Source: an optimization exercise on an open RTL-to-GDS flow (aim: small area, a short achievable clock period and few clock cycles per item). Production flows keep margins and buffers that such runs may drop. In this exercise RTL edits were held to simulation tests only and were not proved equivalent to the original.

## lagoon
## mult_top
module mult_top #(
    parameter int OUT_DEPTH   = 4,
    parameter int OUT_CREDITS = 2
) (
    input  logic            clk,
    input  logic            arst_n,
    input  logic            op_valid,
    input  logic [63:0]     op,
    output logic            op_ready,
    output logic            res_valid,
    output logic [63:0]     res,
    input  logic            res_credit
);
clock: 4.0 ns
lec_check: 0
abc_area: 1
cap_margin: 20
core_margin: 2
core_utilization: 55
gpl_timing_driven: 0
setup_slack_margin: 0.5
slew_margin: 20
standard.sh (not shown) runs the stock make flow with config.mk's settings and CLKGATE_MAP_FILE= SYNTH_SCRIPT=/design/flow/synth_recipe.tcl, a recipe that flattens the netlist after the stock synthesis.
==> flow/flow/run.sh <==
#!/bin/bash
# The standard layout with three changes to the netlist it lays out:
#  1. after the standard synthesis, flow/polarity.py removes the inverters
#     that synthesis left around full-adder cells (a full adder is self-dual,
#     so flipping its polarity changes no function); registers are untouched.
#  2. the buffers that synthesis (abc) put in are taken out at floorplan, so
#     the placer's repair builds the fanout trees.
#  3. the port buffers are buf_4 cells rather than the delay cells
#     buffer_ports picks by default. Every port still gets its own buffer.
# Each step writes its full output to a log of its own here (synth.log,
# polarity.log, standard.log); each ORFS step also keeps its log under
# orfs/logs.
set -euo pipefail
export REMOVE_ABC_BUFFERS=1
export BUFFER_PORTS_ARGS="-buffer_cell sky130_fd_sc_hd__buf_4"
bash standard.sh synth > synth.log 2>&1
R=orfs/results/${FLOW_PLATFORM}/mult_top/base
python3 flow/polarity.py $R/1_2_yosys.v $R/1_2_yosys_pol.v > polarity.log 2>&1
cp $R/1_2_yosys.v $R/1_2_yosys_std.v
cp $R/1_2_yosys_pol.v $R/1_2_yosys.v
rm -f $R/1_synth.odb $R/1_synth.sdc
bash standard.sh finish > standard.log 2>&1
Other scripts of this flow, unchanged in this note and not shown: flow/flow/polarity.py
Testbench counts of lagoon, summed over its fixed seeds: cycles 3,216, items 3,200.
Modified inputs, amber compared to lagoon
- CORE_UTILIZATION: 55 -> 65
- PLACE_DENSITY: unset -> 0.72
--- a/flow/flow/run.sh
+++ b/flow/flow/run.sh
@@ -8 +8 @@
-#  3. the port buffers are buf_4 cells rather than the delay cells
+#  3. the port buffers are buf_2 cells rather than the delay cells
@@ -15 +15 @@
-export BUFFER_PORTS_ARGS="-buffer_cell sky130_fd_sc_hd__buf_4"
+export BUFFER_PORTS_ARGS="-buffer_cell sky130_fd_sc_hd__buf_2"
Results
From lagoon to amber the numbers moved as follows: via count of the first global-routing pass went up 3.9%; overall die area went down 0.0084 sq mm; cell area went down 580 sq um; number of setup buffers added after CTS went up 17%. amber | stages: all done | timing, DRC, antenna: all pass. Compared with lagoon, amber shows fraction of final layout cells sized beyond drive strength 1 higher by 0.33 points. Width of the die ended up 7.9% lower on amber than on lagoon. Looking only at effective utilization at floorplan, and setting everything else aside, the higher value of lagoon and amber goes to amber. Final setup slack of the worst path came out higher on amber than on lagoon. Taking lagoon as the reference point, the initial antenna violation count of amber rises by 4. Relative to lagoon, the core utilization of amber is higher by 11 points.
Modified inputs, garnet compared to amber
- a change of SETUP_SLACK_MARGIN from 0.5 to 0.4
- a deleted PLACE_DENSITY that had been 0.72
- a change of CORE_UTILIZATION from 65 to 55
--- a/flow/flow/run.sh
+++ b/flow/flow/run.sh
@@ -8 +8 @@
-#  3. the port buffers are buf_2 cells rather than the delay cells
+#  3. the port buffers are buf_4 cells rather than the delay cells
@@ -15 +15 @@
-export BUFFER_PORTS_ARGS="-buffer_cell sky130_fd_sc_hd__buf_2"
+export BUFFER_PORTS_ARGS="-buffer_cell sky130_fd_sc_hd__buf_4"
## What came out
- garnet has completed all stages; timing, DRC and antenna checks passed.
- Relative to amber, garnet degrades die area.
- Taking amber as the reference point, the final core utilization of garnet falls by 11 points.
- [garnet] number of nets at the end of the flow fell 0.62% relative to amber
Input-level comparison between raven and garnet:
- SETUP_SLACK_MARGIN: 0.4 -> 0.55
--- a/flow/flow/run.sh
+++ b/flow/flow/run.sh
@@ -8 +8 @@
-#  3. the port buffers are buf_4 cells rather than the delay cells
+#  3. the port buffers are buf_2 cells rather than the delay cells
@@ -15 +15 @@
-export BUFFER_PORTS_ARGS="-buffer_cell sky130_fd_sc_hd__buf_4"
+export BUFFER_PORTS_ARGS="-buffer_cell sky130_fd_sc_hd__buf_2"
### Flow results
Taking garnet as the reference, in raven sequential share of layout area shows a reduction of 0.35 points, worst-path maximum fanout shows a reduction of 9, multi-input gate share of total cell area fell by 0.27 points, transition time at the pin with the least slew margin moved down. Comparing global-route wire length before repair for garnet and raven, the smaller number came from garnet. Capturing element of the worst setup path: u_drain.rows[220] -> raven, u_drain.rows[222] -> garnet. Changes observed in raven relative to garnet: total vias in the final route up about 1.6%, critical path depth up 3.


run A:
Starting RTL as in the previous note.
==> flow/config.mk <==
export PLATFORM = sky130hd
export DESIGN_NAME = mult_top
export DESIGN_NICKNAME = mult_top
export VERILOG_FILES = /design/flow/design.v
export SDC_FILE = /design/flow/constraint.sdc
export NUM_CORES = 4
export LEC_CHECK = 0
export ABC_AREA = 1
export CAP_MARGIN = 20
export CORE_MARGIN = 2
export CORE_UTILIZATION = 65
export GPL_TIMING_DRIVEN = 0
export PLACE_DENSITY = 0.72
export SETUP_SLACK_MARGIN = 0.5
export SLEW_MARGIN = 20
==> flow/constraint.sdc <==
create_clock -name core_clock -period 4.0 [get_ports {clk}]
set_input_delay 0.8000 -clock core_clock [delete_from_list [all_inputs] [get_ports {clk}]]
set_output_delay 0.8000 -clock core_clock [all_outputs]
set_load 0.01 [all_outputs]
==> flow/flow/run.sh <==
#!/bin/bash
# The standard layout with three changes to the netlist it lays out:
#  1. after the standard synthesis, flow/polarity.py removes the inverters
#     that synthesis left around full-adder cells (a full adder is self-dual,
#     so flipping its polarity changes no function); registers are untouched.
#  2. the buffers that synthesis (abc) put in are taken out at floorplan, so
#     the placer's repair builds the fanout trees.
#  3. the port buffers are buf_4 cells rather than the delay cells
#     buffer_ports picks by default. Every port still gets its own buffer.
# Each step writes its full output to a log of its own here (synth.log,
# polarity.log, standard.log); each ORFS step also keeps its log under
# orfs/logs.
set -euo pipefail
export REMOVE_ABC_BUFFERS=1
export BUFFER_PORTS_ARGS="-buffer_cell sky130_fd_sc_hd__buf_4"
bash standard.sh synth > synth.log 2>&1
R=orfs/results/${FLOW_PLATFORM}/mult_top/base
python3 flow/polarity.py $R/1_2_yosys.v $R/1_2_yosys_pol.v > polarity.log 2>&1
cp $R/1_2_yosys.v $R/1_2_yosys_std.v
cp $R/1_2_yosys_pol.v $R/1_2_yosys.v
rm -f $R/1_synth.odb $R/1_synth.sdc
bash standard.sh finish > standard.log 2>&1
Other scripts of this flow, unchanged in this note and not shown: flow/flow/polarity.py
Testbench counts of run A, summed over its fixed seeds: cycles 3,216, items 3,200.
Relative to run A, the following input files were edited for run B:
# run A
export LEC_CHECK = 0
export ABC_AREA = 1
export CAP_MARGIN = 20
export CORE_MARGIN = 2
export CORE_UTILIZATION = 65
export GPL_TIMING_DRIVEN = 0
export PLACE_DENSITY = 0.72
export SETUP_SLACK_MARGIN = 0.5
export SLEW_MARGIN = 20
create_clock -name core_clock -period 4.0 [get_ports {clk}]
# run B
export LEC_CHECK = 0
export ABC_AREA = 1
export CAP_MARGIN = 20
export CORE_MARGIN = 2
export CORE_UTILIZATION = 48
export GPL_TIMING_DRIVEN = 0
export SETUP_SLACK_MARGIN = 0.5
export SLEW_MARGIN = 20
create_clock -name core_clock -period 4.0 [get_ports {clk}]
--- a/flow/flow/run.sh
+++ b/flow/flow/run.sh
@@ -6,5 +6,5 @@
 #  2. the buffers that synthesis (abc) put in are taken out at floorplan, so
 #     the placer's repair builds the fanout trees.
-#  3. the port buffers are buf_4 cells rather than the delay cells
+#  3. the port buffers are buf_2 cells rather than the delay cells
 #     buffer_ports picks by default. Every port still gets its own buffer.
 # Each step writes its full output to a log of its own here (synth.log,
@@ -13,5 +13,5 @@
 set -euo pipefail
 export REMOVE_ABC_BUFFERS=1
-export BUFFER_PORTS_ARGS="-buffer_cell sky130_fd_sc_hd__buf_4"
+export BUFFER_PORTS_ARGS="-buffer_cell sky130_fd_sc_hd__buf_2"
 bash standard.sh synth > synth.log 2>&1
 R=orfs/results/${FLOW_PLATFORM}/mult_top/base
### Flow results
Status: wire length parity (run A, run B). Looking at run B and run A, the number of multi-input combinational cells is a wash. Lower area growth from synthesis to final layout was reported by run A, not run B. Run B against run A: die area went up. Looking at routed via count, run B sits about 4% below run A.
Edits applied to the flow inputs when going from run B to run C:
# run B
export LEC_CHECK = 0
export ABC_AREA = 1
export CAP_MARGIN = 20
export CORE_MARGIN = 2
export CORE_UTILIZATION = 48
export GPL_TIMING_DRIVEN = 0
export SETUP_SLACK_MARGIN = 0.5
export SLEW_MARGIN = 20
create_clock -name core_clock -period 4.0 [get_ports {clk}]
# run C
export LEC_CHECK = 0
export ABC_AREA = 1
export CAP_MARGIN = 20
export CORE_MARGIN = 2
export CORE_UTILIZATION = 65
export GPL_TIMING_DRIVEN = 0
export PLACE_DENSITY = 0.72
export SETUP_SLACK_MARGIN = 0.4
export SLEW_MARGIN = 20
create_clock -name core_clock -period 4.0 [get_ports {clk}]
--- a/flow/flow/run.sh
+++ b/flow/flow/run.sh
@@ -6,5 +6,5 @@
 #  2. the buffers that synthesis (abc) put in are taken out at floorplan, so
 #     the placer's repair builds the fanout trees.
-#  3. the port buffers are buf_2 cells rather than the delay cells
+#  3. the port buffers are buf_4 cells rather than the delay cells
 #     buffer_ports picks by default. Every port still gets its own buffer.
 # Each step writes its full output to a log of its own here (synth.log,
@@ -13,5 +13,5 @@
 set -euo pipefail
 export REMOVE_ABC_BUFFERS=1
-export BUFFER_PORTS_ARGS="-buffer_cell sky130_fd_sc_hd__buf_2"
+export BUFFER_PORTS_ARGS="-buffer_cell sky130_fd_sc_hd__buf_4"
 bash standard.sh synth > synth.log 2>&1
 R=orfs/results/${FLOW_PLATFORM}/mult_top/base
[summary]
Measured slew at the worst slew-check pin for run C is higher than for run B. Routed wire in run C totals less than in run B. Run C was carried through to the last stage, and its layout satisfied the timing, DRC and antenna checks. Lower cell area was reported by run C, not run B.
#### Input delta (run D over run C)
# run C
export LEC_CHECK = 0
export ABC_AREA = 1
export CAP_MARGIN = 20
export CORE_MARGIN = 2
export CORE_UTILIZATION = 65
export GPL_TIMING_DRIVEN = 0
export PLACE_DENSITY = 0.72
export SETUP_SLACK_MARGIN = 0.4
export SLEW_MARGIN = 20
create_clock -name core_clock -period 4.0 [get_ports {clk}]
# run D
export LEC_CHECK = 0
export ABC_AREA = 1
export CAP_MARGIN = 20
export CORE_MARGIN = 2
export CORE_UTILIZATION = 55
export GPL_TIMING_DRIVEN = 0
export SETUP_SLACK_MARGIN = 0.5
export SLEW_MARGIN = 20
export TNS_END_PERCENT = 30
create_clock -name core_clock -period 4.0 [get_ports {clk}]
--- a/flow/flow/run.sh
+++ b/flow/flow/run.sh
@@ -6,5 +6,5 @@
 #  2. the buffers that synthesis (abc) put in are taken out at floorplan, so
 #     the placer's repair builds the fanout trees.
-#  3. the port buffers are buf_4 cells rather than the delay cells
+#  3. the port buffers are buf_2 cells rather than the delay cells
 #     buffer_ports picks by default. Every port still gets its own buffer.
 # Each step writes its full output to a log of its own here (synth.log,
@@ -13,5 +13,5 @@
 set -euo pipefail
 export REMOVE_ABC_BUFFERS=1
-export BUFFER_PORTS_ARGS="-buffer_cell sky130_fd_sc_hd__buf_4"
+export BUFFER_PORTS_ARGS="-buffer_cell sky130_fd_sc_hd__buf_2"
 bash standard.sh synth > synth.log 2>&1
 R=orfs/results/${FLOW_PLATFORM}/mult_top/base
==> run summary <==
Design area: run D worse than run C. Compared with run C, in run D initial antenna violation count lower; count of plain and timing-repair buffers rose by about 16%; met1 demand-to-capacity share in global routing decreased by 6.0 points relative to the old numbers; critical path depth up 4. On final period demand of the worst path, run C loses to run D. [compare] base=run C new=run D: relative area of non-clock buffer cells in the final design up 0.90 points, wire length after detailed routing now sits higher. For run C, the end point of the critical path was u_drain.rows[226], unlike run D, where it was u_drain.rows[228].
> inputs changed (run D -> run E)
# run D
export LEC_CHECK = 0
export ABC_AREA = 1
export CAP_MARGIN = 20
export CORE_MARGIN = 2
export CORE_UTILIZATION = 55
export GPL_TIMING_DRIVEN = 0
export SETUP_SLACK_MARGIN = 0.5
export SLEW_MARGIN = 20
export TNS_END_PERCENT = 30
create_clock -name core_clock -period 4.0 [get_ports {clk}]
# run E
export LEC_CHECK = 0
export ABC_AREA = 1
export CAP_MARGIN = 20
export CORE_MARGIN = 2
export CORE_UTILIZATION = 55
export GPL_TIMING_DRIVEN = 0
export SETUP_SLACK_MARGIN = 0.65
export SLEW_MARGIN = 20
create_clock -name core_clock -period 4.0 [get_ports {clk}]
--- a/flow/flow/run.sh
+++ b/flow/flow/run.sh
@@ -6,5 +6,5 @@
 #  2. the buffers that synthesis (abc) put in are taken out at floorplan, so
 #     the placer's repair builds the fanout trees.
-#  3. the port buffers are buf_2 cells rather than the delay cells
+#  3. the port buffers are buf_4 cells rather than the delay cells
 #     buffer_ports picks by default. Every port still gets its own buffer.
 # Each step writes its full output to a log of its own here (synth.log,
@@ -13,5 +13,5 @@
 set -euo pipefail
 export REMOVE_ABC_BUFFERS=1
-export BUFFER_PORTS_ARGS="-buffer_cell sky130_fd_sc_hd__buf_2"
+export BUFFER_PORTS_ARGS="-buffer_cell sky130_fd_sc_hd__buf_4"
 bash standard.sh synth > synth.log 2>&1
 R=orfs/results/${FLOW_PLATFORM}/mult_top/base
==> comparison <==
- Run D has a lower number of nets at the end of the flow than run E.
- The aggregate routed wire length reported for run E is greater than that of run D by 6.0%.
- On number of buffers other than clock buffers in the final layout: between run D and run E, it ends up lower for run D.
- Compared to run D, run E shows a wider setup margin.
- Comparing the two runs side by side, run E comes out behind run D on final non-filler cell area.
- Run E packs its core more tightly than run D.
- Count of clock-buffer cells in the layout: run E vs run D up 3.8%
- Uppermost metal layer occupied by signal nets: met5 -> run D, met4 -> run E
- Compare run D and run E | critical path depth lower: run E
--- input diff run E..run F ---
# run E
export LEC_CHECK = 0
export ABC_AREA = 1
export CAP_MARGIN = 20
export CORE_MARGIN = 2
export CORE_UTILIZATION = 55
export GPL_TIMING_DRIVEN = 0
export SETUP_SLACK_MARGIN = 0.65
export SLEW_MARGIN = 20
create_clock -name core_clock -period 4.0 [get_ports {clk}]
# run F
export LEC_CHECK = 0
export ABC_AREA = 1
export CAP_MARGIN = 20
export CORE_MARGIN = 2
export CORE_UTILIZATION = 55
export GPL_TIMING_DRIVEN = 0
export PLACE_DENSITY = 0.7
export SETUP_SLACK_MARGIN = 0.5
export SLEW_MARGIN = 20
create_clock -name core_clock -period 4.0 [get_ports {clk}]
--- a/flow/flow/run.sh
+++ b/flow/flow/run.sh
@@ -6,5 +6,5 @@
 #  2. the buffers that synthesis (abc) put in are taken out at floorplan, so
 #     the placer's repair builds the fanout trees.
-#  3. the port buffers are buf_4 cells rather than the delay cells
+#  3. the port buffers are buf_2 cells rather than the delay cells
 #     buffer_ports picks by default. Every port still gets its own buffer.
 # Each step writes its full output to a log of its own here (synth.log,
@@ -13,5 +13,5 @@
 set -euo pipefail
 export REMOVE_ABC_BUFFERS=1
-export BUFFER_PORTS_ARGS="-buffer_cell sky130_fd_sc_hd__buf_4"
+export BUFFER_PORTS_ARGS="-buffer_cell sky130_fd_sc_hd__buf_2"
 bash standard.sh synth > synth.log 2>&1
 R=orfs/results/${FLOW_PLATFORM}/mult_top/base
Findings:
Comparing run F and run E, the lower buffers inserted during post-CTS setup optimization was measured on run F. Relative to run E, worst-case hold slack increased by 0.0050 ns in run F. Overall via count from detail_route ended up 312 lower on run F than on run E.

what the ideal ports hide:
The results above use ideal ports. As a check the final layouts listed here were re-extracted and re-timed, cells and wires unchanged. Step 1 sets driving cells, clkbuf_16 on the clock port and buf_2 on the other inputs (assumed; they add their load-dependent delay and slew). Step 2 also shifts input and output timing later by t, the mid clock arrival at the registers, as if the neighbouring blocks saw the same clock. Three values: ideal, step 1, step 2; two values: the first two.
run	t (ns)	setup WS [ns]	worst hold slack (ns)	slew at the worst register clock pin (ns)	pins driven straight from the clock port
lagoon	0.617	0.483 / 0.407 / -0.209	0.042 / 0.004 / 0.524	0.06 / 0.06	1
amber	0.625	0.499 / 0.412 / -0.213	0.036 / -0.005 / 0.516	0.07 / 0.07	1
garnet	0.617	0.396 / 0.328 / -0.289	0.042 / 0.005 / 0.524	0.06 / 0.06	1
raven	0.624	0.528 / 0.397 / -0.227	0.051 / 0.007 / 0.533	0.07 / 0.07	1
run A	0.622	0.472 / 0.323 / -0.299	0.036 / 0.000 / 0.532	0.07 / 0.07	1
run B	0.625	0.530 / 0.423 / -0.202	0.033 / 0.001 / 0.523	0.06 / 0.06	1
run C	0.625	0.413 / 0.377 / -0.248	0.032 / -0.002 / 0.535	0.07 / 0.07	1
run D	0.622	0.496 / 0.369 / -0.253	0.052 / 0.008 / 0.533	0.06 / 0.06	1
run E	0.617	0.630 / 0.507 / -0.111	0.043 / 0.003 / 0.524	0.06 / 0.06	1
run F	0.615	0.487 / 0.450 / -0.165	0.048 / 0.007 / 0.524	0.07 / 0.07	1
Met with ideal ports but missed after step 2: setup timing in every run listed. The setup slack of run A, which loses most, moves by -0.149 ns with the drivers and by -0.771 ns with both steps.
